Background: an optimization exercise with open tools, aiming at a short achievable clock period and few clock cycles per item. Do not read the settings as production practice. At most, simulation tests tie the RTL to the original design; equivalence was not proved. The RTL of runs 4 to 7 was laid out without a check of its function. Power and IR drop assume default switching activity.

==> design/flow/design.v <==
`default_nettype none
module req_credit_fifo #(
    parameter int ADDR_W = 6,
    parameter int DATA_W = 32,
    parameter int LANES  = DATA_W / 8,
    parameter int DEPTH  = 2 ** ADDR_W
) (
    input  logic              clk,
    input  logic              rst,
    input  logic              req_valid,
    input  logic [ADDR_W-1:0] req_addr,
    input  logic [LANES-1:0]  req_be,
    input  logic [DATA_W-1:0] req_wdata,
    output logic              s_valid,    
    output logic [DEPTH-1:0]  s_sel,      
    output logic [LANES-1:0]  s_be,       
    output logic [DATA_W-1:0] s_wdata
);
    always_ff @(posedge clk) begin
        for (int i = 0; i < DEPTH; i++) begin
            s_sel[i] <= (req_addr == ADDR_W'(i));
        end
        s_be    <= req_be & {LANES{req_valid}};
        s_wdata <= req_wdata;
    end
    always_ff @(posedge clk) begin
        if (rst) begin
            s_valid <= 1'b0;
        end else begin
            s_valid <= req_valid;
        end
    end
endmodule
`default_nettype wire
`default_nettype none
module wbe_sram #(
    parameter int ADDR_W = 6,
    parameter int DATA_W = 32,
    parameter int LANES  = DATA_W / 8,
    parameter int DEPTH  = 2 ** ADDR_W,
    parameter int GROUPS = 4
) (
    input  logic                     clk,
    input  logic [DEPTH-1:0]         sel,
    input  logic [LANES-1:0]         be,
    input  logic [DATA_W-1:0]        wdata,
    output logic [GROUPS*DATA_W-1:0] part
);
    localparam int PER_GROUP = DEPTH / GROUPS;
    logic [DATA_W-1:0] words [DEPTH];    
    for (genvar w = 0; w < DEPTH; w++) begin : g_word
        for (genvar l = 0; l < LANES; l++) begin : g_lane
            always_ff @(posedge clk) begin
                if (sel[w] && be[l]) begin
                    words[w][l*8 +: 8] <= wdata[l*8 +: 8];
                end
            end
        end
    end
    always_ff @(posedge clk) begin
        for (int g = 0; g < GROUPS; g++) begin
            logic [DATA_W-1:0] acc;
            acc = '0;
            for (int k = 0; k < PER_GROUP; k++) begin
                acc = acc | ({DATA_W{sel[g*PER_GROUP + k]}} & words[g*PER_GROUP + k]);
            end
            part[g*DATA_W +: DATA_W] <= acc;
        end
    end
endmodule
`default_nettype wire
`default_nettype none
module mem_issue_ctrl #(
    parameter int RSP_CREDITS = 2,
    parameter int DATA_W      = 32,
    parameter int GROUPS      = 4,
    parameter int QDEPTH      = 3
) (
    input  logic                     clk,
    input  logic                     rst,
    input  logic                     s_valid,    
    input  logic [GROUPS*DATA_W-1:0] part,       
    input  logic                     rsp_credit,
    output logic                     req_credit,
    output logic                     rsp_valid,
    output logic [DATA_W-1:0]        rsp_rdata
);
    localparam int CNT_W = $clog2(RSP_CREDITS + 1);
    localparam int QN_W  = $clog2(QDEPTH + 1);
    logic              r_valid;                  
    logic [DATA_W-1:0] r_data;
    logic              head_wait;                
    logic [DATA_W-1:0] head_keep;                
    logic [DATA_W-1:0] head_nxt;
    logic [DATA_W-1:0] q_data [QDEPTH];          
    logic [QN_W-1:0]   q_cnt;
    logic [CNT_W-1:0]  slots_left;               
    logic              head_free;
    logic              head_valid_nxt;
    logic              send_nxt;
    always_comb begin
        r_data = '0;
        for (int g = 0; g < GROUPS; g++) begin
            r_data = r_data | part[g*DATA_W +: DATA_W];
        end
    end
    assign head_free      = !head_wait;
    assign head_valid_nxt = head_wait || (q_cnt != '0) || r_valid;
    assign send_nxt       = head_valid_nxt && ((slots_left != '0) || rsp_credit);
    assign req_credit = rsp_valid;
    assign head_nxt = (q_cnt != '0) ? q_data[0] : r_data;
    always_ff @(posedge clk) begin
        rsp_rdata <= head_free ? head_nxt : head_keep;
        if (head_free && head_valid_nxt) begin
            head_keep <= head_nxt;
        end
        for (int k = 0; k < QDEPTH; k++) begin
            if (head_free && q_cnt != '0) begin
                if (r_valid && q_cnt == QN_W'(k + 1)) begin
                    q_data[k] <= r_data;
                end else if (k + 1 < QDEPTH) begin
                    q_data[k] <= q_data[k + 1];
                end
            end else if (!head_free && r_valid && q_cnt == QN_W'(k)) begin
                q_data[k] <= r_data;
            end
        end
    end
    always_ff @(posedge clk) begin
        if (rst) begin
            r_valid    <= 1'b0;
            head_wait  <= 1'b0;
            q_cnt      <= '0;
            slots_left <= CNT_W'(RSP_CREDITS);
            rsp_valid  <= 1'b0;
        end else begin
            r_valid    <= s_valid;
            head_wait  <= head_valid_nxt && !send_nxt;
            if (head_free) begin
                if (q_cnt != '0 && !r_valid) q_cnt <= q_cnt - 1'b1;
            end else if (r_valid) begin
                q_cnt <= q_cnt + 1'b1;
            end
            slots_left <= slots_left + CNT_W'(rsp_credit) - CNT_W'(send_nxt);
            rsp_valid  <= send_nxt;
        end
    end
endmodule
`default_nettype wire
`default_nettype none
module wbe_mem_top #(
    parameter int ADDR_W      = 6,
    parameter int DATA_W      = 32,
    parameter int REQ_DEPTH   = 4,
    parameter int RSP_CREDITS = 2,
    parameter int LANES       = DATA_W / 8
) (
    input  logic              clk,
    input  logic              rst,
    input  logic              req_valid,
    input  logic [ADDR_W-1:0] req_addr,
    input  logic [LANES-1:0]  req_be,
    input  logic [DATA_W-1:0] req_wdata,
    input  logic              rsp_credit,
    output logic              req_credit,
    output logic              rsp_valid,
    output logic [DATA_W-1:0] rsp_rdata
);
    localparam int DEPTH  = 2 ** ADDR_W;
    localparam int GROUPS = 4;
    logic                     s_valid;
    logic [DEPTH-1:0]         s_sel;
    logic [LANES-1:0]         s_be;
    logic [DATA_W-1:0]        s_wdata;
    logic [GROUPS*DATA_W-1:0] part;
    req_credit_fifo #(
        .ADDR_W (ADDR_W),
        .DATA_W (DATA_W)
    ) u_fifo (
        .clk       (clk),
        .rst       (rst),
        .req_valid (req_valid),
        .req_addr  (req_addr),
        .req_be    (req_be),
        .req_wdata (req_wdata),
        .s_valid   (s_valid),
        .s_sel     (s_sel),
        .s_be      (s_be),
        .s_wdata   (s_wdata)
    );
    wbe_sram #(
        .ADDR_W (ADDR_W),
        .DATA_W (DATA_W),
        .GROUPS (GROUPS)
    ) u_sram (
        .clk   (clk),
        .sel   (s_sel),
        .be    (s_be),
        .wdata (s_wdata),
        .part  (part)
    );
    mem_issue_ctrl #(
        .RSP_CREDITS (RSP_CREDITS),
        .DATA_W      (DATA_W),
        .GROUPS      (GROUPS),
        .QDEPTH      (REQ_DEPTH - 1)
    ) u_ctrl (
        .clk        (clk),
        .rst        (rst),
        .s_valid    (s_valid),
        .part       (part),
        .rsp_credit (rsp_credit),
        .req_credit (req_credit),
        .rsp_valid  (rsp_valid),
        .rsp_rdata  (rsp_rdata)
    );
endmodule
`default_nettype wire
==> design/flow/run.sh <==
#!/bin/bash
# synth_recipe.tcl (not shown) runs the flow's synth.tcl, then flattens the netlist and writes it again
# the make line also repeats each setting of config.mk as NAME=value (left out here)
make -C /OpenROAD-flow-scripts/flow DESIGN_CONFIG=/design/flow/config.mk WORK_HOME=/design/flow/orfs CLKGATE_MAP_FILE= SYNTH_SCRIPT=/design/flow/synth_recipe.tcl finish
==> design/flow/config.mk <==
export PLATFORM = sky130hd
export DESIGN_NAME = wbe_mem_top
export DESIGN_NICKNAME = wbe_mem_top
export VERILOG_FILES = /design/flow/design.v
export SDC_FILE = /design/flow/constraint.sdc
export NUM_CORES = 4
export LEC_CHECK = 0
export ABC_AREA = 1
export ABC_CLOCK_PERIOD_IN_PS = 2000
export CAP_MARGIN = 20
export CORE_MARGIN = 2
export CORE_UTILIZATION = 65
export CTS_CLUSTER_DIAMETER = 100
export CTS_CLUSTER_SIZE = 28
export PLACE_DENSITY = 0.75
export SETUP_SLACK_MARGIN = 2.5
export SLEW_MARGIN = 20
==> design/flow/constraint.sdc <==
create_clock -name core_clock -period 4.3 [get_ports {clk}]
set_input_delay 0.8600 -clock core_clock [delete_from_list [all_inputs] [get_ports {clk}]]
set_output_delay 0.8600 -clock core_clock [all_outputs]
set_load 0.01 [all_outputs]
==> impl_metrics.py, run 1 <==
metrics = {
    "setup_path": {
        "crit_start": "u_ctrl.rsp_rdata[4]",
        "crit_buf_inv": 1,
        "crit_path_end": "rsp_rdata[4]",
        "worstSetupEndpointType": "primary output",
        "crit_chain": "buf_6",
        "cp.depth": 1,
        "rrSetupSlack_ps": 2490,
        "cp_top_family": "flip-flops",
        "rr_worst_depth": 11,
        "r2r_start": "u_ctrl.q_cnt[0]",
        "crit_slowest_cell": "dfxtp_4",
        "start_kind": "flip-flop",
        "worstSetupPathType": "reg2out",
        "r2r-end": "u_ctrl.slots_left[0]",
        "critPathArrivalTime_ps": 1300,
        "crit_fanout": 1,
        "critPathMaxStageDelay_ps": 410,
        "crit_required_ps": 3440,
    },
    "global_routing": {
        "grt_first_pass_wirelength_um": 328700,
        "grt_pass1_vias": 51644,
        "grtUsageMet3": 0.06008,
        "grt_util_all_layers": 0.3160,
        "grt_remaining_overflow": 0,
        "grt_max_degree": 65,
        "grtUsageMet2": 0.4859,
        "busiest_layer": "met2",
        "antenna_found_initial": 19,
        "grt_util_met1": 0.4657,
    },
    "clock_tree": {
        "htreeDepth": 3,
        "cts_root_buf": "clkbuf_16",
        "cts-buffers-inserted": 97,
        "cts_sinks": 2444,
        "cts.path.max_buffers": 3,
        "cts_tree": "built",
        "clock_latency_ps": 780,
        "clk_pin_slew_ps": 110,
    },
    "synth": {
        "ys_ff_latch": 2444,
        "synthCells": 7581,
        "synth_area_leader_cell": "edfxtp_1",
        "synth_area_um2": 91220,
        "synth_flop_cell": "edfxtp_1",
        "synth_warnings": 5,
        "yosysSeqAreaShare": 0.7751,
        "syn_avg_cell_area_um2": 12.03,
        "yosys-top-cells-area": "edfxtp_1 (72%), nand2_1 (13%), dfxtp_1 (5.9%)",
        "synth_top_area_share": 0.7163,
        "ys_types": 24,
        "synth_nets": 7633,
        "synth_edf_count": 2176,
        "async_flop_share": 0,
    },
    "timing": {
        "fmax_mhz": 464.0,
        "setup_viol": 0,
        "finalCriticalPeriod_ps": 2155,
        "hold_violations": 0,
        "timing.final.max_slew_violations": 0,
        "skew_ps": 32.83,
        "maxSlewHeadroom": 0.2371,
        "tns_ps": 0,
        "rsz0062_at_grt": "yes",
        "holdWs_ps": 422.1,
        "worstMarginPinSlew_ps": 1144,
        "fin_crit_sh": 0.5012,
        "finalWorstSetupSlack_ps": 2145,
    },
    "drt": {
        "wirelength_um": 228000,
        "routedWlPerCell_um": 23.87,
        "ant_nets": 0,
        "firstDrtPassIters": 7,
        "dr.first_iter.drc_count": 8083,
        "route.vias.total": 55296,
        "vias_per_cell": 5.788,
        "drc": 0,
    },
    "floorplanning": {
        "pin_count": 80,
        "die_y_um": 378.6,
        "die_area_um2": 143400,
        "core_area_um2": 139400,
        "start_util": 0.6546,
        "die_w_um": 378.6,
        "rows": 137,
    },
    "pwr": {
        "vdd_drop_max_uv": 348.1,
        "p_leak_nw": 37.27,
        "powerDensity_nw_per_um2": 450.6,
        "total_power_mw": 44.04,
    },
    "job": {
        "maxCapViolCount": 0,
    },
    "layout": {
        "drive_gt1_frac": 0.05771,
        "fin_cells": 9554,
        "final_util": 0.7012,
        "fin_nets": 7646,
        "fillerInstances": 9277,
        "area_delta_synth_final_pct": 7.118,
        "postLayoutCellArea_um2": 97720,
    },
    "place": {
        "hpwl_um": 144400,
        "io_buffers": 79,
        "place_inst": 9326,
        "routabilityCongestion": 0.9068,
        "place_ws_ps": 1474,
        "post_dp_cell_area_um2": 93970,
    },
    "status": {
        "status": "finished clean",
    },
    "min_path": {
        "hp-class": "reg2reg",
    },
}
cell usage after synthesis, types with 2 or more instances:
library cell / number
inv_1: 536
ha_1: 6
buf_2: 115
buf_1: 4
a21oi_1: 2
or2_2: 33
nor2_1: 488
and2_1: 32
inv_2: 2
o21ai_1: 30
dfxtp_1: 268
edfxtp_1: 2176
nor3_1: 2
nand4_1: 37
nand2_1: 3086
nand3_1: 555
o21ai_0: 5
clkbuf_1: 198
flip-flops by register name, summed over array words and instances, names as in the netlist, 2 cells and up:
name	cells
u_sram.words	2048
u_sram.part	128
u_ctrl.q_data	96
u_fifo.s_sel	64
u_ctrl.head_keep	32
u_ctrl.rsp_rdata	32
u_fifo.s_wdata	32
u_fifo.s_be	4
u_ctrl.q_cnt	2
u_ctrl.slots_left	2
power breakdown:
group	internal, mW	leakage [nW]	switching, mW
registers	27.1	21.9	0.610
logic	1.85	14.0	3.12
clock network	4.50	1.35	6.88
total	33.4	37.3	10.6
cells in the final DEF, fill, tap and decap left out, drive strengths merged:
master,synthesis,final
clkdlybuf4s50,0,45
a21oi,2,2
or2,33,33
xnor2,1,1
and2,32,32
nor2,489,490
inv,538,541
clkbuf,198,181
nand3,555,555
dfxtp,268,268
nand2,3086,3087
diode,0,2
o21ai,36,40
edfxtp,2176,2176
buf,120,176
clkinvlp,0,2
ha,6,6
nand4,37,37
xor2,1,1
nor3,3,3
kinds of logic (layout without fill, tap and decap cells):
logic type               Yosys count  count (layout)  synth area share
flip-flops                      2444            2444            0.7751
AND/OR/NAND/NOR                 4235            4237            0.1848
other                              0               2                 0
buffers and inverters            856             945           0.03684
AO/OA/AOI/OAI                     38              42          0.002208
XOR/XNOR                           2               2         0.0001921
adder cells (fa/ha/maj)            6               6         0.0008229
layer usage:
layer | share of wire | vias to the layer above
li1 | - | 24954
met1 | 0.39 | 26782
met2 | 0.46 | 3176
met3 | 0.12 | 370
met4 | 0.031 | 14
met5 | 0.00042 | -
worst min-delay path by stage:
stage,start,to,cells after the start
after floorplan,u_fifo.s_valid,u_ctrl.r_valid,2
after CTS,u_fifo.s_valid,u_ctrl.r_valid,2
after detailed placement,u_fifo.s_valid,u_ctrl.r_valid,2
final,u_fifo.s_valid,u_ctrl.r_valid,2
after global routing,u_fifo.s_valid,u_ctrl.r_valid,2
after global placement,u_fifo.s_valid,u_ctrl.r_valid,2
what timing repair did:
action                     in CTS  in global routing
hold buffers                    0                  0
setup buffers                  21                  9
gates cloned                    4                 11
pin swaps                      13                  6
gates resized for setup       259                 28
setup endpoints to repair    1456                392
cell type report:
class	count	area, um2	share of cell area
clock inverters	5	42.54	0.0004353
flip-flops and latches	2444	70870	0.7253
clock buffers	176	2809	0.02875
multi-input cells	4287	17400	0.1781
repair buffers	226	2208	0.02260
inverters	538	2033	0.02081
diodes	2	5.005	0.00005122
well taps	1876	2347	0.02402
Testbench counts, summed over its fixed seeds: cycles 4,120, items 4,096.
==> run 2, diff against run 1 <==
--- a/design/flow/config.mk
+++ b/design/flow/config.mk
@@ -7,3 +7,2 @@
 export LEC_CHECK = 0
-export ABC_AREA = 1
 export ABC_CLOCK_PERIOD_IN_PS = 2000
@@ -11,6 +10,6 @@
 export CORE_MARGIN = 2
-export CORE_UTILIZATION = 65
+export CORE_UTILIZATION = 72
 export CTS_CLUSTER_DIAMETER = 100
 export CTS_CLUSTER_SIZE = 28
-export PLACE_DENSITY = 0.75
+export PLACE_DENSITY = 0.8
 export SETUP_SLACK_MARGIN = 2.5
==> impl_metrics.py, run 2 <==
metrics = {
    "status": {
        "status": "finished clean",
    },
    "pwr": {
        "powerDensity_nw_per_um2": 475.6,
        "combPwrFrac": 0.118,
        "p_leak_nw": 29.65,
        "p_switching_mw": 10.03,
        "p_sw_frac": 0.2270,
        "vdd_drop_max_uv": 458.4,
        "intPower_mw": 34.18,
        "seqPwrFrac": 0.625,
        "p_clk_frac": 0.257,
    },
    "floorplanning": {
        "start_util": 0.7265,
        "die_area_um2": 122100,
        "pin_count": 80,
        "die_y_um": 349.4,
        "core_area_um2": 118200,
        "rows": 126,
        "die_w_um": 349.4,
    },
    "place": {
        "place_ws_ps": 1584,
        "place_inst": 5871,
        "hpwl_um": 133700,
        "routabilityCongestion": 0.9051,
        "io_buffers": 79,
    },
    "synth": {
        "synth_top_area_share": 0.7607,
        "synthCells": 4454,
        "netlist_top_cells_count": "edfxtp_1 (2176), a221oi_1 (512), a22o_1 (512), clkbuf_1 (268), dfxtp_1 (268)",
        "synth_area_leader_cell": "edfxtp_1",
        "synth_nets": 4506,
        "yosysSeqAreaShare": 0.8232,
        "ys_ff_latch": 2444,
        "ys_types": 33,
        "yosys-top-cells-area": "edfxtp_1 (76%), dfxtp_1 (6.2%), a221oi_1 (5.2%)",
        "synth_flop_cell": "edfxtp_1",
        "syn_avg_cell_area_um2": 19.29,
        "async_flop_share": 0,
        "synth_warnings": 5,
        "yosysMostFrequentCell": "edfxtp_1",
        "synth_area_um2": 85900,
        "synth_edf_count": 2176,
    },
    "timing": {
        "timing.final.max_slew_violations": 0,
        "finalCriticalPeriod_ps": 2066,
        "worstMarginPinSlew_ps": 886.6,
        "rsz0062_at_grt": "yes",
        "skew_ps": 40.44,
        "maxSlewHeadroom": 0.4089,
        "fin_crit_sh": 0.4805,
        "hold_violations": 0,
        "tns_ps": 0,
        "finalWorstSetupSlack_ps": 2234,
        "fmax_mhz": 484.0,
        "setup_viol": 0,
    },
    "clock_tree": {
        "clk_pin_slew_ps": 120,
        "htreeDepth": 3,
        "cts-buffers-inserted": 97,
        "cts.path.max_buffers": 3,
        "cts_root_buf": "clkbuf_16",
        "hold_buffers": 0,
        "clock_latency_ps": 750,
        "cts_sinks": 2444,
        "cts_tree": "built",
    },
    "min_path": {
        "min_from": "u_fifo.s_valid",
        "hold_path_end": "u_ctrl.r_valid",
        "hold_depth": 1,
        "hp-class": "reg2reg",
    },
    "drt": {
        "drc": 0,
        "routedWlPerCell_um": 36.92,
        "firstDrtPassIters": 6,
        "dr.first_iter.drc_count": 8071,
        "wirelength_um": 225600,
        "route.vias.total": 46951,
        "ant_nets": 0,
        "vias_per_cell": 7.683,
    },
    "setup_path": {
        "crit_slowest_cell": "dfxtp_1",
        "crit_required_ps": 3440,
        "rrSetupSlack_ps": 2270,
        "critPathMaxStageDelay_ps": 340,
        "start_kind": "flip-flop",
        "crit_start": "u_ctrl.rsp_rdata[5]",
        "crit_chain": "buf_2",
        "crit_buf_inv": 1,
        "r2r-end": "u_ctrl.q_data[0][4]",
        "r2r_start": "u_ctrl.q_cnt[1]",
        "worstSetupPathType": "reg2out",
        "critPathArrivalTime_ps": 1210,
        "rr_worst_depth": 7,
        "worstSetupEndpointType": "primary output",
        "crit_fanout": 1,
        "cp_top_family": "flip-flops",
    },
    "layout": {
        "fillerInstances": 5729,
        "register_area_um2": 70890,
        "largest_reg_flops": 2048,
        "multi_input_area_um2": 14800,
        "fin_cells": 6111,
        "drive_gt1_frac": 0.1490,
        "top_register": "u_sram.words",
        "final_common_cell": "edfxtp_1",
        "area_delta_synth_final_pct": 8.209,
        "reg_top3": "u_sram.words: 2048 flops, u_sram.part: 128 flops, u_ctrl.q_data: 96 flops",
        "fin_nets": 4539,
        "final_cell_mix": "edfxtp_1 (2176), a22o_1 (512), a221oi_1 (459)",
    },
    "global_routing": {
        "grt_remaining_overflow": 0,
        "grt_pass1_vias": 44161,
        "antenna_found_initial": 14,
        "grt_max_degree": 65,
        "grt_util_all_layers": 0.3617,
        "grt_first_pass_wirelength_um": 313400,
    },
    "job": {
        "maxCapViolCount": 0,
    },
}
run 2: cell types whose count changed after synthesis, sizes merged, moves of 92 or more:
| cell | before | now |
|---|---|---|
| nand2 | 3086 | 11 |
| nand3 | 555 | 7 |
| inv | 538 | 4 |
| a221oi | 0 | 512 |
| a22o | 0 | 512 |
| nor2 | 489 | 69 |
| and2 | 32 | 261 |
| mux2 | 0 | 128 |
| nand4 | 37 | 129 |
run 2: how the worst max path moves through the flow:
stage / endpoint / slack [ps] / cells after the start
6_report: rsp_rdata[5] / 2230 / 1
4_1_cts: rsp_rdata[10] / 2210 / 1
5_1_grt: rsp_rdata[5] / 2190 / 1
3_3_place_gp: u_ctrl.slots_left[1] / 1600 / 9
2_1_floorplan: u_ctrl.slots_left[1] / 2230 / 12
3_5_place_dp: u_ctrl.q_data[1][25] / 1580 / 5
run 2: timing repair:
item | in CTS | in global routing
pin swaps | 9 | 11
endpoints found under the setup margin | 2142 | 393
resized for setup | 372 | 103
gates cloned | 8 | 3
hold endpoints to repair | 0 | 0
buffers inserted | 36 | 6
run 2: power by group through the flow:
stage / clock network, mW / registers, mW / logic (mW)
floorplan: 0 / 28.0 / 2.23
global placement: 0 / 28.0 / 3.38
detailed placement: 0 / 28.0 / 3.47
CTS: 11.2 / 27.5 / 4.58
global route: 12.0 / 27.7 / 5.39
finish: 11.3 / 27.6 / 5.24
run 2: layout make-up:
cell class	count	share of cell area
clock inverter	3	0.0004038
clock buffer	180	0.03049
inverter	4	0.0001885
sequential	2444	0.7626
multi-input combinational	1702	0.1592
antenna	4	0.0001077
timing repair buffer	238	0.02626
tap	1536	0.02068
run 2: logic make-up (layout without fill, tap and decap cells):
logic type / count (synthesis) / after routing / share of synthesized area
DFF: 2444 / 2444 / 0.8232
buffers and inverters: 312 / 425 / 0.01425
other: 0 / 4 / 0
AOI/OAI and AO/OA: 1031 / 1033 / 0.1052
adders and majority gates: 6 / 6 / 0.0008739
xor gates and xnor gates: 2 / 2 / 0.0002040
and+or+nand+nor: 530 / 532 / 0.03803
muxes: 129 / 129 / 0.01829
run 2: metal layers:
layer,share of wire,vias to the layer above,GRT usage,wire length (um)
li1,-,18561,-,-
met1,0.35,23753,0.5187,78890
met2,0.47,4102,0.5599,106400
met3,0.14,515,0.07979,30990
met4,0.041,20,0.1324,9278
met5,0.00058,-,0,131
run 2: metrics by stage:
stage / utilization / total power, mW / area (um2) / hold slack (ps)
3_3_place_gp: 0.7471 / 31.37 / 88330 / 438.9
2_1_floorplan: - / 30.19 / 85970 / 413.8
4_1_cts: 0.7816 / 43.28 / 92420 / 454.1
3_5_place_dp: 0.7471 / 31.51 / 88330 / 438.5
6_report: 0.7861 / 44.21 / 92950 / 473.0
5_1_grt: 0.7860 / 45.02 / 92940 / 480.4
==> run 3, diff against run 2 <==
==> design/flow/flow/run.sh (new file) <==
#!/bin/bash
# The standard layout, with the clock tree's root buffer a buf_16
# (a stronger driver than clkbuf_16 for the root's long nets); the other
# clock tree settings are those of config.mk. Each tool keeps its own log
# under orfs/logs; make's output goes to make_finish.log.
set -euo pipefail
bash standard.sh \
  "CTS_ARGS=-sink_clustering_enable -repair_clock_nets -sink_clustering_size 28 -sink_clustering_max_diameter 100 -buf_list sky130_fd_sc_hd__clkbuf_16 -root_buf sky130_fd_sc_hd__buf_16" \
  finish > make_finish.log 2>&1
==> design/flow/standard.sh (new file) <==
#!/bin/bash
# synth_recipe.tcl (not shown) runs the flow's synth.tcl, then flattens the netlist and writes it again
# the make line also repeats each setting of config.mk as NAME=value (left out here)
make -C /OpenROAD-flow-scripts/flow DESIGN_CONFIG=/design/flow/config.mk WORK_HOME=/design/flow/orfs CLKGATE_MAP_FILE= SYNTH_SCRIPT=/design/flow/synth_recipe.tcl "${@:-finish}"
--- a/design/flow/config.mk
+++ b/design/flow/config.mk
@@ -10,6 +10,6 @@
 export CORE_MARGIN = 2
-export CORE_UTILIZATION = 72
+export CORE_UTILIZATION = 65
 export CTS_CLUSTER_DIAMETER = 100
 export CTS_CLUSTER_SIZE = 28
-export PLACE_DENSITY = 0.8
+export PLACE_DENSITY = 0.75
 export SETUP_SLACK_MARGIN = 2.5
removed: design/flow/run.sh
==> impl_metrics.py, run 3 <==
metrics = {
    "clock_tree": {
        "cts-buffers-inserted": 97,
        "cts_root_buf": "buf_16",
        "cts_sinks": 2444,
        "hold_buffers": 0,
        "htreeDepth": 3,
        "cts_tree": "built",
        "clock_latency_ps": 740,
        "cts.path.max_buffers": 3,
        "clk_pin_slew_ps": 110,
    },
    "drt": {
        "vias_per_cell": 7.177,
        "wirelength_um": 215200,
        "wl_met2_um": 101400,
        "dr.first_iter.drc_count": 7660,
        "firstDrtPassIters": 6,
        "routedWlPerCell_um": 34.02,
        "route.vias.total": 45394,
        "route.met3.wl_um": 27540,
        "wl_met1_um": 80500,
        "highest_layer": "met5",
        "ant_nets": 0,
        "drc": 0,
    },
    "synth": {
        "synth_edf_count": 2176,
        "yosys-top-cells-area": "edfxtp_1 (76%), dfxtp_1 (6.2%), a221oi_1 (5.2%)",
        "synth_warnings": 5,
        "synth_nets": 4506,
        "synth_area_um2": 85900,
        "netlist_top_cells_count": "edfxtp_1 (2176), a221oi_1 (512), a22o_1 (512), clkbuf_1 (268), dfxtp_1 (268)",
        "yosysMostFrequentCell": "edfxtp_1",
        "synthCells": 4454,
        "synth_top_area_share": 0.7607,
        "synth_area_leader_cell": "edfxtp_1",
        "async_flop_share": 0,
        "ys_ff_latch": 2444,
        "syn_avg_cell_area_um2": 19.29,
        "ys_types": 33,
        "yosysSeqAreaShare": 0.8232,
        "synth_flop_cell": "edfxtp_1",
    },
    "layout": {
        "fin_nets": 4534,
        "final_util": 0.7105,
        "postLayoutCellArea_um2": 93290,
        "final_common_cell": "edfxtp_1",
        "reg_top3": "u_sram.words: 2048 flops, u_sram.part: 128 flops, u_ctrl.q_data: 96 flops",
        "final_cell_mix": "edfxtp_1 (2176), a22o_1 (512), a221oi_1 (465)",
        "largest_reg_flops": 2048,
        "area_delta_synth_final_pct": 8.606,
        "top_register": "u_sram.words",
        "drive_gt1_frac": 0.1648,
    },
    "setup_path": {
        "r2r_start": "u_ctrl.q_cnt[0]",
        "critPathMaxStageDelay_ps": 370,
        "crit_start": "u_ctrl.rsp_rdata[7]",
        "crit_required_ps": 3440,
        "crit_chain": "buf_6",
        "critPathArrivalTime_ps": 1210,
        "rrSetupSlack_ps": 2290,
        "r2r-end": "u_ctrl.q_data[1][3]",
        "worstSetupEndpointType": "primary output",
        "rr_worst_depth": 8,
        "crit_fanout": 1,
        "crit_slowest_cell": "dfxtp_2",
        "cp_top_family": "flip-flops",
        "worstSetupPathType": "reg2out",
        "crit_buf_inv": 1,
        "start_kind": "flip-flop",
    },
    "timing": {
        "rsz0062_at_grt": "yes",
        "hold_violations": 0,
        "fmax_mhz": 482.7,
        "tns_ps": 0,
        "maxSlewHeadroom": 0.4027,
        "holdWs_ps": 448.9,
        "timing.final.max_slew_violations": 0,
        "setup_viol": 0,
        "skew_ps": 29.30,
        "worstMarginPinSlew_ps": 895.9,
        "finalCriticalPeriod_ps": 2072,
        "finalWorstSetupSlack_ps": 2228,
        "fin_crit_sh": 0.4818,
    },
    "min_path": {
        "hold_depth": 1,
        "hp-class": "reg2reg",
        "hold_path_end": "u_ctrl.r_valid",
        "min_from": "u_fifo.s_valid",
    },
    "global_routing": {
        "grt_first_pass_wirelength_um": 306000,
        "grt_remaining_overflow": 0,
        "antenna_found_initial": 22,
        "grt_util_all_layers": 0.3144,
        "grt_max_degree": 65,
        "grt_pass1_vias": 43407,
    },
    "place": {
        "post_dp_cell_area_um2": 88550,
        "hpwl_um": 128900,
        "routabilityCongestion": 0.8584,
        "io_buffers": 79,
        "place_ws_ps": 1559,
    },
    "floorplanning": {
        "start_util": 0.6542,
        "die_area_um2": 135100,
        "die_y_um": 367.5,
        "rows": 133,
        "core_area_um2": 131300,
        "pin_count": 80,
        "die_w_um": 367.5,
    },
    "pwr": {
        "vdd_drop_max_uv": 370.1,
        "p_leak_nw": 29.88,
        "powerDensity_nw_per_um2": 465.5,
    },
    "status": {
        "status": "finished clean",
    },
    "job": {
        "maxCapViolCount": 0,
    },
}
run 3: cell count changes in the layout (fill, tap and decap cells not counted), moves of 23 or more:
cell	change
and2_1	-62
mux2_2	+25
dfxtp_4	+23
and2_2	+62
mux2_4	-26
clkbuf_1	-78
inv_1	+73
run 3: area by class of cell:
type,count,area [um2]
clock buffers,103,2600
flip-flops and latches,2444,70970
inverters,4,20.02
well taps,1755,2196
multi-input cells,1702,14790
clock inverters,78,316.6
repair buffers,233,2381
fillers,7600,38010
diodes,6,15.01
run 3: through the flow:
step | cells | power [mW]
5_1_grt | 6319 | 44.53
2_1_floorplan | 4454 | 30.19
4_1_cts | 6302 | 43.23
3_5_place_dp | 6079 | 31.52
3_3_place_gp | 6079 | 31.40
6_report | 6325 | 43.43
run 3: cells by family (layout without fill, tap and decap cells):
group,count (synthesis),after routing,synth area share
buffers and inverters,312,418,0.01425
other,0,6,0
flip-flops,2444,2444,0.8232
adder cells (fa/ha/maj),6,6,0.0008739
AND/OR/NAND/NOR,530,532,0.03803
XOR/XNOR,2,2,0.0002040
multiplexers,129,129,0.01829
AO/OA/AOI/OAI,1031,1033,0.1052
run 3: worst register-to-register path, stage by stage, from the launching register on:
cell	delay, ps
dfxtp_4	380
inv_4	40
ha_4	170
or2_4	260
buf_6	130
a21oi_4	170
buf_6	140
buf_12	140
mux2_4	330
run 3: worst max-delay path by stage:
| stage | end | cells after the start | slack, ps |
|---|---|---|---|
| floorplan | u_ctrl.slots_left[1] | 12 | 2230 |
| global placement | u_ctrl.slots_left[1] | 9 | 1580 |
| detailed placement | u_ctrl.q_data[0][9] | 5 | 1560 |
| finish | rsp_rdata[7] | 1 | 2230 |
| global route | rsp_rdata[7] | 1 | 2190 |
| CTS | rsp_rdata[7] | 1 | 2170 |
run 3: per-layer routing:
| layer | vias up | track usage |
|---|---|---|
| li1 | 18578 | - |
| met1 | 23301 | 0.4554 |
| met2 | 3144 | 0.4877 |
| met3 | 353 | 0.07573 |
| met4 | 18 | 0.08346 |
| met5 | - | 0 |
run 3: repair_timing:
item	in CTS	in global routing
setup buffers	35	17
resized for setup	409	112
cloned	7	0
hold endpoints to repair	0	0
setup endpoints to repair	2087	624
pin swaps	15	17
run 3: power by group:
part / switching (mW) / internal (mW)
logic: 2.38 / 2.27
registers: 0.429 / 27.0
clock network: 6.85 / 4.48
total: 9.65 / 33.8
==> run 4, diff against run 3 <==
--- a/design/flow/design.v
+++ b/design/flow/design.v
@@ -7,12 +7,12 @@
 ) (
-    input  logic              clk,
-    input  logic              rst,
-    input  logic              req_valid,
-    input  logic [ADDR_W-1:0] req_addr,
-    input  logic [LANES-1:0]  req_be,
-    input  logic [DATA_W-1:0] req_wdata,
-    output logic              s_valid,    
-    output logic [DEPTH-1:0]  s_sel,      
-    output logic [LANES-1:0]  s_be,       
-    output logic [DATA_W-1:0] s_wdata
+    input  logic                   clk,
+    input  logic                   rst,
+    input  logic                   req_valid,
+    input  logic [ADDR_W-1:0]      req_addr,
+    input  logic [LANES-1:0]       req_be,
+    input  logic [DATA_W-1:0]      req_wdata,
+    output logic                   s_valid,    
+    output logic [DEPTH-1:0]       s_sel,      
+    output logic [DEPTH*LANES-1:0] s_we,       
+    output logic [DATA_W-1:0]      s_wdata
 );
@@ -21,4 +21,6 @@
             s_sel[i] <= (req_addr == ADDR_W'(i));
-        end
-        s_be    <= req_be & {LANES{req_valid}};
+            for (int l = 0; l < LANES; l++) begin
+                s_we[i*LANES + l] <= req_valid && req_be[l] && (req_addr == ADDR_W'(i));
+            end
+        end
         s_wdata <= req_wdata;
@@ -44,3 +46,3 @@
     input  logic [DEPTH-1:0]         sel,
-    input  logic [LANES-1:0]         be,
+    input  logic [DEPTH*LANES-1:0]   we,
     input  logic [DATA_W-1:0]        wdata,
@@ -53,3 +55,3 @@
             always_ff @(posedge clk) begin
-                if (sel[w] && be[l]) begin
+                if (we[w*LANES + l]) begin
                     words[w][l*8 +: 8] <= wdata[l*8 +: 8];
@@ -169,6 +171,6 @@
     localparam int DEPTH  = 2 ** ADDR_W;
-    localparam int GROUPS = 4;
+    localparam int GROUPS = 8;
     logic                     s_valid;
     logic [DEPTH-1:0]         s_sel;
-    logic [LANES-1:0]         s_be;
+    logic [DEPTH*LANES-1:0]   s_we;
     logic [DATA_W-1:0]        s_wdata;
@@ -187,3 +189,3 @@
         .s_sel     (s_sel),
-        .s_be      (s_be),
+        .s_we      (s_we),
         .s_wdata   (s_wdata)
@@ -197,3 +199,3 @@
         .sel   (s_sel),
-        .be    (s_be),
+        .we    (s_we),
         .wdata (s_wdata),
==> design/flow/run.sh (new file) <==
#!/bin/bash
# synth_recipe.tcl (not shown) runs the flow's synth.tcl, then flattens the netlist and writes it again
# the make line also repeats each setting of config.mk as NAME=value (left out here)
make -C /OpenROAD-flow-scripts/flow DESIGN_CONFIG=/design/flow/config.mk WORK_HOME=/design/flow/orfs CLKGATE_MAP_FILE= SYNTH_SCRIPT=/design/flow/synth_recipe.tcl finish
--- a/design/flow/config.mk
+++ b/design/flow/config.mk
@@ -14,3 +14,3 @@
 export PLACE_DENSITY = 0.75
-export SETUP_SLACK_MARGIN = 2.5
+export SETUP_SLACK_MARGIN = 2.3
 export SLEW_MARGIN = 20
removed: design/flow/flow/run.sh
removed: design/flow/standard.sh
==> impl_metrics.py, run 4 <==
metrics = {
    "synth": {
        "netlist_top_cells_count": "edfxtp_1 (2176), a22oi_1 (1024), dfxtp_1 (648), nor2_1 (292), nand4_1 (256)",
        "ys_types": 39,
        "synth_area_um2": 92660,
        "yosys-top-cells-area": "edfxtp_1 (71%), dfxtp_1 (14%), a22oi_1 (8.3%)",
        "synth_edf_count": 2176,
        "ys_ff_latch": 2824,
        "synth_warnings": 5,
        "synth_top_area_share": 0.7052,
        "yosysSeqAreaShare": 0.8452,
        "synth_flop_cell": "edfxtp_1",
        "syn_avg_cell_area_um2": 18.31,
        "synth_nets": 5112,
        "synth_area_leader_cell": "edfxtp_1",
        "yosysMostFrequentCell": "edfxtp_1",
        "synthCells": 5060,
        "async_flop_share": 0,
    },
    "pwr": {
        "p_leak_nw": 31.52,
        "seqPwrFrac": 0.651,
        "intPower_mw": 37.25,
        "combPwrFrac": 0.079,
        "p_clk_frac": 0.269,
        "powerDensity_nw_per_um2": 480.6,
        "p_sw_frac": 0.2220,
        "vdd_drop_max_uv": 563.7,
        "p_switching_mw": 10.63,
    },
    "setup_path": {
        "crit_path_end": "rsp_rdata[14]",
        "worstSetupEndpointType": "primary output",
        "cp.depth": 1,
        "crit_fanout": 1,
        "critPathArrivalTime_ps": 1350,
        "crit_slowest_cell": "dfxtp_4",
        "r2r-end": "u_ctrl.q_data[0][30]",
        "r2r_start": "u_sram.part[190]",
        "crit_chain": "buf_6",
        "crit_start": "u_ctrl.rsp_rdata[14]",
        "critPathMaxStageDelay_ps": 430,
        "cp_top_family": "flip-flops",
        "crit_required_ps": 3440,
        "start_kind": "flip-flop",
        "worstSetupPathType": "reg2out",
        "rrSetupSlack_ps": 2210,
        "rr_worst_depth": 3,
        "crit_buf_inv": 1,
    },
    "timing": {
        "worstMarginPinSlew_ps": 1073,
        "rsz0062_at_grt": "yes",
        "setup_viol": 0,
        "tns_ps": 0,
        "maxSlewHeadroom": 0.2850,
        "skew_ps": 29.06,
        "finalCriticalPeriod_ps": 2206,
        "fmax_mhz": 453.3,
        "hold_violations": 0,
        "fin_crit_sh": 0.5130,
        "timing.final.max_slew_violations": 0,
        "holdWs_ps": 449.7,
    },
    "layout": {
        "fin_nets": 5161,
        "final_common_cell": "edfxtp_1",
        "largest_reg_flops": 2048,
        "area_delta_synth_final_pct": 7.511,
        "register_area_um2": 78480,
        "multi_input_area_um2": 13470,
        "fillerInstances": 8636,
        "reg_top3": "u_sram.words: 2048 flops, u_fifo.s_we: 256 flops, u_sram.part: 256 flops",
        "drive_gt1_frac": 0.1022,
        "top_register": "u_sram.words",
        "final_cell_mix": "edfxtp_1 (2176), a22oi_1 (1024), dfxtp_1 (532)",
    },
    "floorplanning": {
        "start_util": 0.6544,
        "pin_count": 80,
        "rows": 138,
        "die_w_um": 381.6,
        "die_area_um2": 145600,
        "die_y_um": 381.6,
        "core_area_um2": 141600,
    },
    "clock_tree": {
        "cts_sinks": 2824,
        "clk_pin_slew_ps": 110,
        "cts_root_buf": "clkbuf_16",
        "htreeDepth": 3,
        "cts-buffers-inserted": 111,
        "clock_latency_ps": 790,
        "cts_tree": "built",
        "cts.path.max_buffers": 3,
    },
    "global_routing": {
        "antenna_found_initial": 16,
        "grt_max_degree": 65,
        "grt_remaining_overflow": 0,
        "grt_first_pass_wirelength_um": 335800,
        "grt_util_all_layers": 0.3274,
        "grt_pass1_vias": 46117,
    },
    "drt": {
        "routedWlPerCell_um": 33.88,
        "wirelength_um": 240800,
        "vias_per_cell": 6.887,
        "ant_nets": 0,
        "drc": 0,
        "route.vias.total": 48931,
        "firstDrtPassIters": 6,
        "dr.first_iter.drc_count": 7877,
    },
    "job": {
        "maxCapViolCount": 0,
    },
    "place": {
        "hpwl_um": 145700,
        "io_buffers": 79,
        "routabilityCongestion": 0.8915,
    },
    "status": {
        "status": "finished clean",
    },
    "min_path": {
        "hp-class": "reg2reg",
    },
}
## run 4: cell count changes after synthesis, moves of 37 or more
cell | previous run | this run
a22oi_1 | 1 | 1024
a221oi_1 | 512 | 0
a22o_1 | 512 | 0
dfxtp_1 | 268 | 648
and2_1 | 261 | 2
nor2_1 | 69 | 292
nand4_1 | 129 | 256
nand2_1 | 11 | 101
inv_1 | 4 | 69
nor4_1 | 0 | 64
clkbuf_1 | 268 | 231
## run 4: per-stage QoR
step | utilization | std cells | total power, mW | area (um2) | setup slack (ps)
after global routing | 0.7035 | 7099 | 49.05 | 99600 | 2055
final | 0.7036 | 7105 | 47.88 | 99620 | 2094
after CTS | 0.7019 | 7088 | 47.73 | 99380 | 1895
after detailed placement | 0.6755 | 6854 | 35.15 | 95650 | 1067
after floorplan | - | 5060 | 33.45 | 92740 | 2285
after global placement | 0.6755 | 6853 | 35.03 | 95630 | 1143
## run 4: how the worst min path moves through the flow
stage / start / to / slack [ps] / cells past startpoint
6_report: u_fifo.s_valid / u_ctrl.r_valid / 450 / 1
4_1_cts: req_wdata[1] / u_fifo.s_wdata[1] / 460 / 1
5_1_grt: u_fifo.s_valid / u_ctrl.r_valid / 460 / 1
2_1_floorplan: u_fifo.s_valid / u_ctrl.r_valid / 410 / 1
3_3_place_gp: u_fifo.s_valid / u_ctrl.r_valid / 420 / 1
3_5_place_dp: u_fifo.s_valid / u_ctrl.r_valid / 440 / 1
## run 4: per-layer routing
layer | wire [um] | vias up | global-route usage
met4 | 13030 | 4 | 0.1492
met1 | 86740 | 24901 | 0.4509
met2 | 113200 | 3284 | 0.5110
met3 | 27710 | 485 | 0.06925
li1 | - | 20257 | -
met5 | 33 | - | 0
## run 4: cell type report
cell class / count / area share
Inverter: 69 / 0.002625
Multi-Input combinational cell: 1919 / 0.1352
Sequential cell: 2824 / 0.7878
Clock inverter: 5 / 0.0007034
Clock buffer: 207 / 0.03257
Tap cell: 1890 / 0.02374
Timing Repair Buffer: 184 / 0.01721
Antenna cell: 7 / 0.0001758
## run 4: cell families after synthesis
logic type	after synthesis	synth area share
muxes	97	0.01299
buffers and inverters	318	0.01394
xor gates and xnor gates	2	0.0001891
AOI/OAI and AO/OA	1066	0.08599
adders and majority gates	6	0.0008102
and+or+nand+nor	747	0.04087
DFF	2824	0.8452
## run 4: what timing repair did
item | CTS | global route
pin swaps | 7 | 8
gates resized for setup | 197 | 40
cloned | 2 | 0
endpoints found under the setup margin | 586 | 207
endpoints found under the hold margin | 0 | 0
hold buffers | 0 | 0
buffers inserted | 20 | 10
## run 4: power by group through the flow
stage	clock network [mW]	registers, mW	logic, mW
finish	12.9	31.2	3.80
global route	13.8	31.3	3.95
detailed placement	0	31.7	3.40
CTS	13.0	31.1	3.63
global placement	0	31.7	3.33
floorplan	0	31.5	1.91
==> run 5, diff against run 4 <==
--- a/design/flow/design.v
+++ b/design/flow/design.v
@@ -171,3 +171,3 @@
     localparam int DEPTH  = 2 ** ADDR_W;
-    localparam int GROUPS = 8;
+    localparam int GROUPS = 4;
     logic                     s_valid;
==> impl_metrics.py, run 5 <==
metrics = {
    "status": {
        "status": "finished clean",
    },
    "floorplanning": {
        "die_w_um": 376.9,
        "rows": 136,
        "pin_count": 80,
        "start_util": 0.6565,
        "die_y_um": 376.9,
        "die_area_um2": 142000,
        "core_area_um2": 137700,
    },
    "layout": {
        "top_register": "u_sram.words",
        "area_delta_synth_final_pct": 7.314,
        "fin_nets": 4808,
        "final_cell_mix": "edfxtp_1 (2176), a22o_1 (512), a221oi_1 (488)",
        "final_util": 0.7046,
        "fillerInstances": 7998,
        "largest_reg_flops": 2048,
        "postLayoutCellArea_um2": 96990,
        "reg_top3": "u_sram.words: 2048 flops, u_fifo.s_we: 256 flops, u_sram.part: 128 flops",
        "final_common_cell": "edfxtp_1",
        "drive_gt1_frac": 0.1201,
    },
    "drt": {
        "route.vias.total": 47620,
        "vias_per_cell": 7.165,
        "dr.first_iter.drc_count": 7764,
        "wirelength_um": 236400,
        "firstDrtPassIters": 6,
        "routedWlPerCell_um": 35.58,
        "drc": 0,
        "ant_nets": 0,
    },
    "synth": {
        "yosysSeqAreaShare": 0.8382,
        "yosys-top-cells-area": "edfxtp_1 (72%), dfxtp_1 (12%), a221oi_1 (5.0%)",
        "ys_types": 37,
        "netlist_top_cells_count": "edfxtp_1 (2176), dfxtp_1 (520), a221oi_1 (512), a22o_1 (512), nor2_1 (260)",
        "async_flop_share": 0,
        "synth_top_area_share": 0.7230,
        "synth_flop_cell": "edfxtp_1",
        "synth_edf_count": 2176,
        "synth_warnings": 5,
        "synthCells": 4701,
        "synth_nets": 4753,
        "synth_area_um2": 90380,
        "syn_avg_cell_area_um2": 19.23,
        "ys_ff_latch": 2696,
        "yosysMostFrequentCell": "edfxtp_1",
        "synth_area_leader_cell": "edfxtp_1",
    },
    "global_routing": {
        "grt_remaining_overflow": 0,
        "grt_max_degree": 65,
        "grt_first_pass_wirelength_um": 329200,
        "antenna_found_initial": 15,
        "grt_util_all_layers": 0.3308,
        "grt_pass1_vias": 44219,
    },
    "setup_path": {
        "cp_top_family": "flip-flops",
        "rr_worst_depth": 3,
        "crit_chain": "buf_6",
        "crit_fanout": 2,
        "r2r-end": "u_sram.part[35]",
        "rrSetupSlack_ps": 2260,
        "worstSetupPathType": "reg2out",
        "crit_slowest_cell": "dfxtp_2",
        "start_kind": "flip-flop",
        "crit_required_ps": 3440,
        "critPathMaxStageDelay_ps": 340,
        "worstSetupEndpointType": "primary output",
        "r2r_start": "u_fifo.s_sel[30]",
        "crit_buf_inv": 1,
        "critPathArrivalTime_ps": 1230,
    },
    "min_path": {
        "min_from": "u_fifo.s_valid",
        "hold_path_end": "u_ctrl.r_valid",
        "hold_depth": 1,
        "hp-class": "reg2reg",
    },
    "timing": {
        "worstMarginPinSlew_ps": 1150,
        "fin_crit_sh": 0.4852,
        "hold_violations": 0,
        "finalWorstSetupSlack_ps": 2214,
        "skew_ps": 37.65,
        "finalCriticalPeriod_ps": 2086,
        "tns_ps": 0,
        "timing.final.max_slew_violations": 0,
        "setup_viol": 0,
        "maxSlewHeadroom": 0.2335,
        "fmax_mhz": 479.3,
        "rsz0062_at_grt": "yes",
    },
    "place": {
        "place_ws_ps": 1065,
        "hpwl_um": 147700,
        "post_dp_cell_area_um2": 93160,
        "routabilityCongestion": 0.8819,
        "io_buffers": 79,
    },
    "clock_tree": {
        "cts-buffers-inserted": 106,
        "cts_sinks": 2696,
        "clk_pin_slew_ps": 110,
        "clock_latency_ps": 770,
        "htreeDepth": 3,
        "hold_buffers": 0,
        "cts.path.max_buffers": 3,
        "cts_tree": "built",
        "cts_root_buf": "clkbuf_16",
    },
    "pwr": {
        "powerDensity_nw_per_um2": 472.8,
        "total_power_mw": 45.86,
        "p_leak_nw": 31.14,
        "vdd_drop_max_uv": 494.7,
    },
    "job": {
        "maxCapViolCount": 0,
    },
}
## run 5: area by class of cell
type | count | area [um2] | area share
clock inverter | 5 | 51.30 | 0.0005289
tap | 1794 | 2245 | 0.02314
clock buffer | 194 | 3004 | 0.03097
timing repair buffer | 188 | 1705 | 0.01758
inverter | 68 | 255.2 | 0.002632
multi-input combinational | 1696 | 13760 | 0.1419
antenna | 5 | 12.51 | 0.0001290
sequential | 2696 | 75950 | 0.7831
## run 5: worst max path at each step
stage	end	from	cells past startpoint	slack (ps)
after floorplan	u_ctrl.slots_left[1]	u_ctrl.q_cnt[1]	12	2230
after CTS	rsp_valid	u_ctrl.rsp_valid	1	2160
after global routing	rsp_valid	u_ctrl.rsp_valid	1	2170
after global placement	u_fifo.s_we[147]	req_addr[2]	4	1180
final	rsp_valid	u_ctrl.rsp_valid	1	2210
after detailed placement	u_fifo.s_we[144]	req_addr[2]	4	1070
## run 5: logic make-up (layout without fill, tap and decap cells)
logic type	Yosys count	after routing	share of synthesized area
compound gates	1031	1033	0.09998
xor+xnor	2	2	0.0001938
fa+ha+maj	6	6	0.0008306
buf+inv	313	455	0.01347
flops	2696	2696	0.8382
mux	129	129	0.01739
other cells	0	5	0
simple gates	524	526	0.02999
## run 5: stage by stage
stage	std cells	hold WS [ps]
6_report	6646	456.4
5_1_grt	6641	461.4
4_1_cts	6634	454.5
3_5_place_dp	6401	423.1
3_3_place_gp	6401	425.8
2_1_floorplan	4701	413.8
## run 5: worst reg2reg max path, stage by stage, from the launching register on
cell,delay [ps]
dfxtp_2,620
a22o_1,360
a221oi_1,470
nand4_1,370
## run 5: repair_timing
action | CTS | global route
gates cloned | 4 | 0
hold endpoints to repair | 0 | 0
setup endpoints to repair | 386 | 149
pin swaps | 21 | 9
resized for setup | 220 | 37
setup buffers | 30 | 7
## run 5: layer usage
metal  global-route usage  up-vias  wire length [um]
li1                     -    19347                 -
met1               0.4675    24480             87370
met2               0.5214     3349            112300
met3              0.06774      424             27680
met4               0.1156       20              8993
met5                    0        -               142
## run 5: power breakdown
part / total, mW / internal (mW) / leakage (nW) / switching [mW]
sequential: 29.9 / 29.4 / 23.9 / 0.503
combinational: 3.83 / 1.76 / 5.79 / 2.06
clock: 12.2 / 4.80 / 1.45 / 7.37
==> run 6, diff against run 5 <==
==> design/flow/flow/run.sh (new file) <==
#!/bin/bash
# The standard layout, with one step added after placement: each
# flip-flop that drives an output port's buffer is moved next to that
# buffer and the placement legalised again, before clock tree synthesis.
# Each tool keeps its own log under orfs/logs; make's output and the
# added step's output go to the log files named below.
set -euo pipefail
R=orfs/results/$FLOW_PLATFORM/wbe_mem_top/base
bash standard.sh place > make_place.log 2>&1
PULL_DB=$R/3_place.odb PULL_OUT=$R/3_place.odb \
  openroad -no_init -exit flow/pull_out_flops.tcl > pull_out_flops.log 2>&1
bash standard.sh finish > make_finish.log 2>&1
==> design/flow/flow/pull_out_flops.tcl (new file) <==
# Move each flip-flop that drives an output port's buffer next to that
# buffer, then legalise. Reads and writes the placed design given in
# PULL_DB.
read_db $::env(PULL_DB)
set block [ord::get_db_block]
set moved 0
foreach bterm [$block getBTerms] {
  if {[$bterm getIoType] ne "OUTPUT"} { continue }
  set net [$bterm getNet]
  foreach it [$net getITerms] {
    if {![$it isOutputSignal]} { continue }
    set buf [$it getInst]
    foreach bi [$buf getITerms] {
      if {![$bi isInputSignal]} { continue }
      set n2 [$bi getNet]
      if {$n2 eq "NULL"} { continue }
      foreach di [$n2 getITerms] {
        if {![$di isOutputSignal]} { continue }
        set ff [$di getInst]
        if {![$ff isPlaced] || [$ff isFixed]} { continue }
        if {![string match "*df*" [[$ff getMaster] getName]]} { continue }
        lassign [$buf getLocation] bx by
        $ff setLocation $bx $by
        incr moved
        puts "moved [$ff getName] to $bx $by (buffer [$buf getName])"
      }
    }
  }
}
puts "moved $moved flip-flops"
detailed_placement
check_placement -verbose
write_db $::env(PULL_OUT)
==> design/flow/standard.sh (new file) <==
#!/bin/bash
# synth_recipe.tcl (not shown) runs the flow's synth.tcl, then flattens the netlist and writes it again
# the make line also repeats each setting of config.mk as NAME=value (left out here)
make -C /OpenROAD-flow-scripts/flow DESIGN_CONFIG=/design/flow/config.mk WORK_HOME=/design/flow/orfs CLKGATE_MAP_FILE= SYNTH_SCRIPT=/design/flow/synth_recipe.tcl "${@:-finish}"
removed: design/flow/run.sh
==> impl_metrics.py, run 6 <==
metrics = {
    "status": {
        "status": "finished clean",
    },
    "setup_path": {
        "crit_slowest_cell": "dfxtp_2",
        "r2r_start": "u_ctrl.q_cnt[0]",
        "rrSetupSlack_ps": 2260,
        "r2r-end": "u_ctrl.slots_left[1]",
        "worstSetupPathType": "reg2out",
        "crit_chain": "buf_6",
        "critPathMaxStageDelay_ps": 360,
        "critPathArrivalTime_ps": 1230,
        "cp_top_family": "flip-flops",
        "start_kind": "flip-flop",
        "crit_required_ps": 3440,
        "crit_fanout": 2,
        "worstSetupEndpointType": "primary output",
        "crit_buf_inv": 1,
        "rr_worst_depth": 10,
    },
    "clock_tree": {
        "cts_sinks": 2696,
        "hold_buffers": 0,
        "cts.path.max_buffers": 3,
        "htreeDepth": 3,
        "cts-buffers-inserted": 106,
        "clock_latency_ps": 770,
        "cts_tree": "built",
        "clk_pin_slew_ps": 110,
        "cts_root_buf": "clkbuf_16",
    },
    "global_routing": {
        "grt_util_all_layers": 0.3313,
        "grt_pass1_vias": 44499,
        "grt_remaining_overflow": 0,
        "grt_first_pass_wirelength_um": 330300,
        "grt_max_degree": 65,
        "antenna_found_initial": 18,
    },
    "layout": {
        "largest_reg_flops": 2048,
        "drive_gt1_frac": 0.1211,
        "area_delta_synth_final_pct": 7.401,
        "fin_cells": 6638,
        "final_util": 0.7051,
        "fillerInstances": 7988,
        "postLayoutCellArea_um2": 97070,
        "reg_top3": "u_sram.words: 2048 flops, u_fifo.s_we: 256 flops, u_sram.part: 128 flops",
        "final_cell_mix": "edfxtp_1 (2176), a22o_1 (512), a221oi_1 (490)",
        "fin_nets": 4798,
        "final_common_cell": "edfxtp_1",
        "top_register": "u_sram.words",
    },
    "floorplanning": {
        "die_area_um2": 142000,
        "core_area_um2": 137700,
        "die_w_um": 376.9,
        "pin_count": 80,
        "start_util": 0.6565,
        "rows": 136,
        "die_y_um": 376.9,
    },
    "place": {
        "place_inst": 6401,
        "io_buffers": 79,
        "routabilityCongestion": 0.8819,
        "hpwl_um": 147700,
        "post_dp_cell_area_um2": 93160,
    },
    "job": {
        "maxCapViolCount": 0,
    },
    "synth": {
        "syn_avg_cell_area_um2": 19.23,
        "netlist_top_cells_count": "edfxtp_1 (2176), dfxtp_1 (520), a221oi_1 (512), a22o_1 (512), nor2_1 (260)",
        "synth_area_um2": 90380,
        "synthCells": 4701,
        "synth_edf_count": 2176,
        "ys_types": 37,
        "synth_nets": 4753,
        "synth_warnings": 5,
        "yosysSeqAreaShare": 0.8382,
        "async_flop_share": 0,
        "synth_flop_cell": "edfxtp_1",
        "yosysMostFrequentCell": "edfxtp_1",
        "synth_top_area_share": 0.7230,
        "synth_area_leader_cell": "edfxtp_1",
        "ys_ff_latch": 2696,
        "yosys-top-cells-area": "edfxtp_1 (72%), dfxtp_1 (12%), a221oi_1 (5.0%)",
    },
    "drt": {
        "route.vias.total": 47733,
        "ant_nets": 0,
        "firstDrtPassIters": 6,
        "drc": 0,
        "routedWlPerCell_um": 35.72,
        "dr.first_iter.drc_count": 7751,
        "vias_per_cell": 7.191,
        "wirelength_um": 237100,
    },
    "pwr": {
        "intPower_mw": 36.11,
        "vdd_drop_max_uv": 494.3,
        "total_power_mw": 46.12,
        "p_clk_frac": 0.264,
        "p_leak_nw": 31.14,
        "combPwrFrac": 0.087,
        "p_sw_frac": 0.2171,
        "powerDensity_nw_per_um2": 475.1,
        "p_switching_mw": 10.01,
        "seqPwrFrac": 0.649,
    },
    "timing": {
        "setup_viol": 0,
        "timing.final.max_slew_violations": 0,
        "maxSlewHeadroom": 0.2515,
        "fin_crit_sh": 0.4862,
        "finalCriticalPeriod_ps": 2091,
        "fmax_mhz": 478.4,
        "skew_ps": 40.28,
        "worstMarginPinSlew_ps": 1123,
        "tns_ps": 0,
        "hold_violations": 0,
        "rsz0062_at_grt": "yes",
    },
    "min_path": {
        "hp-class": "reg2reg",
        "min_from": "u_fifo.s_valid",
        "hold_path_end": "u_ctrl.r_valid",
        "hold_depth": 1,
    },
}
## run 6: what timing repair did
item                       in CTS  in global routing
setup buffers                  23                  4
pin swaps                      20                 10
gates resized for setup       229                 53
gates cloned                    4                  0
setup endpoints to repair     387                142
## run 6: how the worst max path moves through the flow
| stage | endpoint | start | cells past startpoint | slack, ps |
|---|---|---|---|---|
| after detailed placement | u_fifo.s_we[144] | req_addr[2] | 4 | 1070 |
| final | rsp_valid | u_ctrl.rsp_valid | 1 | 2210 |
| after floorplan | u_ctrl.slots_left[1] | u_ctrl.q_cnt[1] | 12 | 2230 |
| after global routing | u_ctrl.slots_left[1] | u_ctrl.q_cnt[0] | 10 | 2150 |
| after CTS | u_ctrl.slots_left[1] | u_ctrl.q_cnt[0] | 10 | 2140 |
| after global placement | u_fifo.s_we[147] | req_addr[2] | 4 | 1180 |
## run 6: power by group through the flow
stage	registers, mW	logic (mW)	clock network (mW)
floorplan	30.4	2.22	0
global placement	30.4	3.40	0
detailed placement	30.5	3.49	0
CTS	29.9	3.90	12.2
global route	30.0	4.23	13.0
finish	29.9	4.02	12.2
## run 6: cells by family after synthesis
group | share of synthesized area
muxes | 0.01739
and+or+nand+nor | 0.02999
AOI/OAI and AO/OA | 0.09998
xor gates and xnor gates | 0.0001938
DFF | 0.8382
buffers and inverters | 0.01347
adders and majority gates | 0.0008306
## run 6: area by class of cell
cell class                      instances  area (um2)  area share
Multi-Input combinational cell       1696       13740      0.1416
Tap cell                             1794        2245     0.02312
Clock inverter                          4       47.55   0.0004898
Timing Repair Buffer                  178        1749     0.01802
Sequential cell                      2696       75970      0.7827
Clock buffer                          195        3039     0.03131
Antenna cell                            7       17.52   0.0001805
Inverter                               68       255.2    0.002630
## run 6: metal layers
metal,global-route usage,up-vias,routed length (um)
met2,0.5262,3444,112900
met5,0,-,128
met3,0.06012,461,28250
li1,-,19328,-
met4,0.1186,18,9444
met1,0.4685,24482,86340
## run 6: through the flow
step	hold slack (ps)	setup WS, ps
6_report	459.8	2209
3_5_place_dp	423.1	1065
3_3_place_gp	425.8	1182
5_1_grt	461.6	2147
2_1_floorplan	413.8	2231
4_1_cts	455.0	2144
==> run 7, diff against run 6 <==
--- a/design/flow/flow/run.sh
+++ b/design/flow/flow/run.sh
@@ -8,5 +8,5 @@
 R=orfs/results/$FLOW_PLATFORM/wbe_mem_top/base
-bash standard.sh place > make_place.log 2>&1
+bash standard.sh MATCH_CELL_FOOTPRINT=0 place > make_place.log 2>&1
 PULL_DB=$R/3_place.odb PULL_OUT=$R/3_place.odb \
   openroad -no_init -exit flow/pull_out_flops.tcl > pull_out_flops.log 2>&1
-bash standard.sh finish > make_finish.log 2>&1
+bash standard.sh MATCH_CELL_FOOTPRINT=0 finish > make_finish.log 2>&1
--- a/design/flow/config.mk
+++ b/design/flow/config.mk
@@ -14,3 +14,3 @@
 export PLACE_DENSITY = 0.75
-export SETUP_SLACK_MARGIN = 2.3
+export SETUP_SLACK_MARGIN = 2.5
 export SLEW_MARGIN = 20
==> impl_metrics.py, run 7 <==
metrics = {
    "status": {
        "status": "complete, but fails checks",
        "check.faults": "antenna violations",
    },
    "timing": {
        "fmax_mhz": 475.0,
        "maxSlewHeadroom": 0.2866,
        "fin_crit_sh": 0.4896,
        "skew_ps": 44.81,
        "tns_ps": 0,
        "timing.final.max_slew_violations": 0,
        "finalCriticalPeriod_ps": 2105,
        "hold_violations": 0,
        "rsz0062_at_grt": "yes",
        "worstMarginPinSlew_ps": 1070,
        "setup_viol": 0,
    },
    "synth": {
        "synth_warnings": 5,
        "synth_nets": 4753,
        "synthCells": 4701,
        "synth_edf_count": 2176,
        "yosysMostFrequentCell": "edfxtp_1",
        "syn_avg_cell_area_um2": 19.23,
        "synth_flop_cell": "edfxtp_1",
        "async_flop_share": 0,
        "synth_area_um2": 90380,
        "yosys-top-cells-area": "edfxtp_1 (72%), dfxtp_1 (12%), a221oi_1 (5.0%)",
        "ys_types": 37,
        "ys_ff_latch": 2696,
        "yosysSeqAreaShare": 0.8382,
        "synth_top_area_share": 0.7230,
        "synth_area_leader_cell": "edfxtp_1",
        "netlist_top_cells_count": "edfxtp_1 (2176), dfxtp_1 (520), a221oi_1 (512), a22o_1 (512), nor2_1 (260)",
    },
    "global_routing": {
        "grt_first_pass_wirelength_um": 329700,
        "grt_util_all_layers": 0.3306,
        "grt_remaining_overflow": 0,
        "grt_max_degree": 65,
        "antenna_found_initial": 21,
        "grt_pass1_vias": 44556,
    },
    "layout": {
        "top_register": "u_sram.words",
        "fin_nets": 4812,
        "final_cell_mix": "edfxtp_1 (2176), a22o_1 (512), a221oi_1 (486)",
        "reg_top3": "u_sram.words: 2048 flops, u_fifo.s_we: 256 flops, u_sram.part: 128 flops",
        "largest_reg_flops": 2048,
        "drive_gt1_frac": 0.1255,
        "final_common_cell": "edfxtp_1",
        "area_delta_synth_final_pct": 8.201,
    },
    "setup_path": {
        "start_kind": "flip-flop",
        "crit_slowest_cell": "dfxtp_2",
        "critPathArrivalTime_ps": 1250,
        "rr_worst_depth": 6,
        "crit_fanout": 2,
        "critPathMaxStageDelay_ps": 360,
        "worstSetupEndpointType": "primary output",
        "worstSetupPathType": "reg2out",
        "cp_top_family": "flip-flops",
        "crit_buf_inv": 1,
        "crit_required_ps": 3440,
        "cp.depth": 1,
        "crit_chain": "buf_6",
    },
    "pwr": {
        "total_power_mw": 47.03,
        "combPwrFrac": 0.102,
        "p_sw_frac": 0.2192,
        "powerDensity_nw_per_um2": 480.9,
        "intPower_mw": 36.72,
        "seqPwrFrac": 0.637,
        "p_clk_frac": 0.261,
        "p_leak_nw": 31.56,
        "vdd_drop_max_uv": 368.9,
        "p_switching_mw": 10.31,
    },
    "floorplanning": {
        "die_w_um": 376.9,
        "die_area_um2": 142000,
        "start_util": 0.6565,
        "pin_count": 80,
        "core_area_um2": 137700,
        "rows": 136,
        "die_y_um": 376.9,
    },
    "place": {
        "routabilityCongestion": 0.9376,
        "hpwl_um": 143200,
        "io_buffers": 79,
    },
    "drt": {
        "drc": 0,
        "ant_nets": 1,
        "wirelength_um": 238600,
        "firstDrtPassIters": 6,
        "dr.first_iter.drc_count": 8632,
        "routedWlPerCell_um": 35.79,
        "vias_per_cell": 7.242,
        "route.vias.total": 48290,
    },
    "clock_tree": {
        "cts-buffers-inserted": 106,
        "htreeDepth": 3,
        "cts_sinks": 2696,
        "clock_latency_ps": 780,
        "cts_root_buf": "clkbuf_16",
        "cts_tree": "built",
        "clk_pin_slew_ps": 110,
        "cts.path.max_buffers": 3,
    },
    "min_path": {
        "hp-class": "reg2reg",
        "hold_depth": 1,
    },
    "job": {
        "maxCapViolCount": 0,
    },
}
## run 7: cell types whose count changed in the layout (fill, tap and decap cells not counted), moves of 5 or more
cell,previous run,this run
mux2_4,32,99
buf_4,78,70
clkbuf_16,109,115
dfxtp_2,97,86
buf_2,3,9
and4bb_4,1,6
diode_2,7,22
mux2_2,93,29
buf_12,11,19
and4bb_2,5,0
dfxtp_4,26,34
## run 7: repair_timing
action | 4_1_cts | 5_1_grt
buffers inserted | 26 | 20
hold buffers | 0 | 0
gates cloned | 5 | 5
resized for setup | 266 | 89
hold endpoints to repair | 0 | 0
pin swaps | 11 | 7
endpoints found under the setup margin | 595 | 249
## run 7: area by class of cell
cell class / instances / area, um2
clock buffer: 198 / 3083
timing repair buffer: 192 / 2064
multi-input combinational: 1696 / 14060
tap: 1794 / 2245
antenna: 22 / 55.05
clock inverter: 2 / 36.28
inverter: 68 / 260.3
fill: 8055 / 39870
sequential: 2696 / 75990
## run 7: kinds of logic (layout without fill, tap and decap cells)
group                      after synthesis  after routing  share of synthesized area
AOI/OAI and AO/OA                     1031           1033                    0.09998
xor gates and xnor gates                 2              2                  0.0001938
adders and majority gates                6              6                  0.0008306
buffers and inverters                  313            460                    0.01347
DFF                                   2696           2696                     0.8382
muxes                                  129            129                    0.01739
other                                    0             22                          0
and+or+nand+nor                        524            526                    0.02999
## run 7: path summary, 6_finish.rpt
| check | slack (ps) | start | to |
|---|---|---|---|
| setup / recovery | 2190 | u_ctrl.rsp_valid | rsp_valid |
| hold / removal | 460 | u_fifo.s_valid | u_ctrl.r_valid |
| setup reg to reg | 2400 | u_ctrl.q_cnt[1] | u_ctrl.q_data[1][14] |
| hold reg to reg | 460 | u_fifo.s_valid | u_ctrl.r_valid |
## run 7: power by group through the flow
stage	registers [mW]	logic (mW)	clock network, mW
global route	30.0	4.98	13.1
floorplan	30.4	2.23	0
CTS	29.9	4.16	12.3
global placement	30.5	3.38	0
finish	30.0	4.79	12.3
detailed placement	30.5	3.46	0
## run 7: metrics by stage
step	util	hold WS, ps	instances	area (um2)	worst slack, ps
floorplan	-	413.8	4701	90450	2232
global placement	0.6764	422.9	6390	93120	1378
detailed placement	0.6764	440.4	6390	93120	1323
CTS	0.7049	460.9	6621	97040	2159
global route	0.7100	497.1	6646	97740	2162
finish	0.7104	457.4	6668	97790	2195
## run 7: metal layers
| metal | global-route usage | part of all wire | vias to the layer above | routed length (um) |
|---|---|---|---|---|
| met5 | 0 | 0.00047 | - | 112 |
| li1 | - | - | 19381 | - |
| met2 | 0.5071 | 0.46 | 3734 | 110200 |
| met3 | 0.07457 | 0.14 | 474 | 32760 |
| met1 | 0.4744 | 0.36 | 24681 | 86510 |
| met4 | 0.1179 | 0.038 | 20 | 9085 |

## re-timing with driven ports
In the flow no input, the clock included, has a driving cell. The finished layouts below were timed again as built, in two steps. Step 1, drivers: a clkbuf_16 drives clk and a buf_2 each remaining input, both assumed. Step 2, shift: input delay + t, output delay - t, t = (earliest + latest rising clock arrival at the registers) / 2. This alone moves slack from input paths to output paths. Three values: ideal, step 1, step 2; two values: the first two.
run | shift t [ns] | setup WS [ns] | worst setup path after step 2
run 1 | 0.847 | 2.145 / 2.061 / 1.829 | input to register
run 2 | 0.814 | 2.234 / 2.148 / 1.794 | input to register
run 3 | 0.814 | 2.228 / 2.142 / 1.570 | input to register
run 4 | 0.854 | 2.094 / 2.014 / 1.501 | input to register
run 5 | 0.830 | 2.214 / 2.137 / 1.407 | input to register
run 6 | 0.832 | 2.209 / 2.133 / 1.359 | input to register
run 7 | 0.843 | 2.195 / 2.111 / 1.572 | input to register
The setup slack of run 6, which loses most, moves by -0.076 ns with the drivers and by -0.850 ns with both steps.
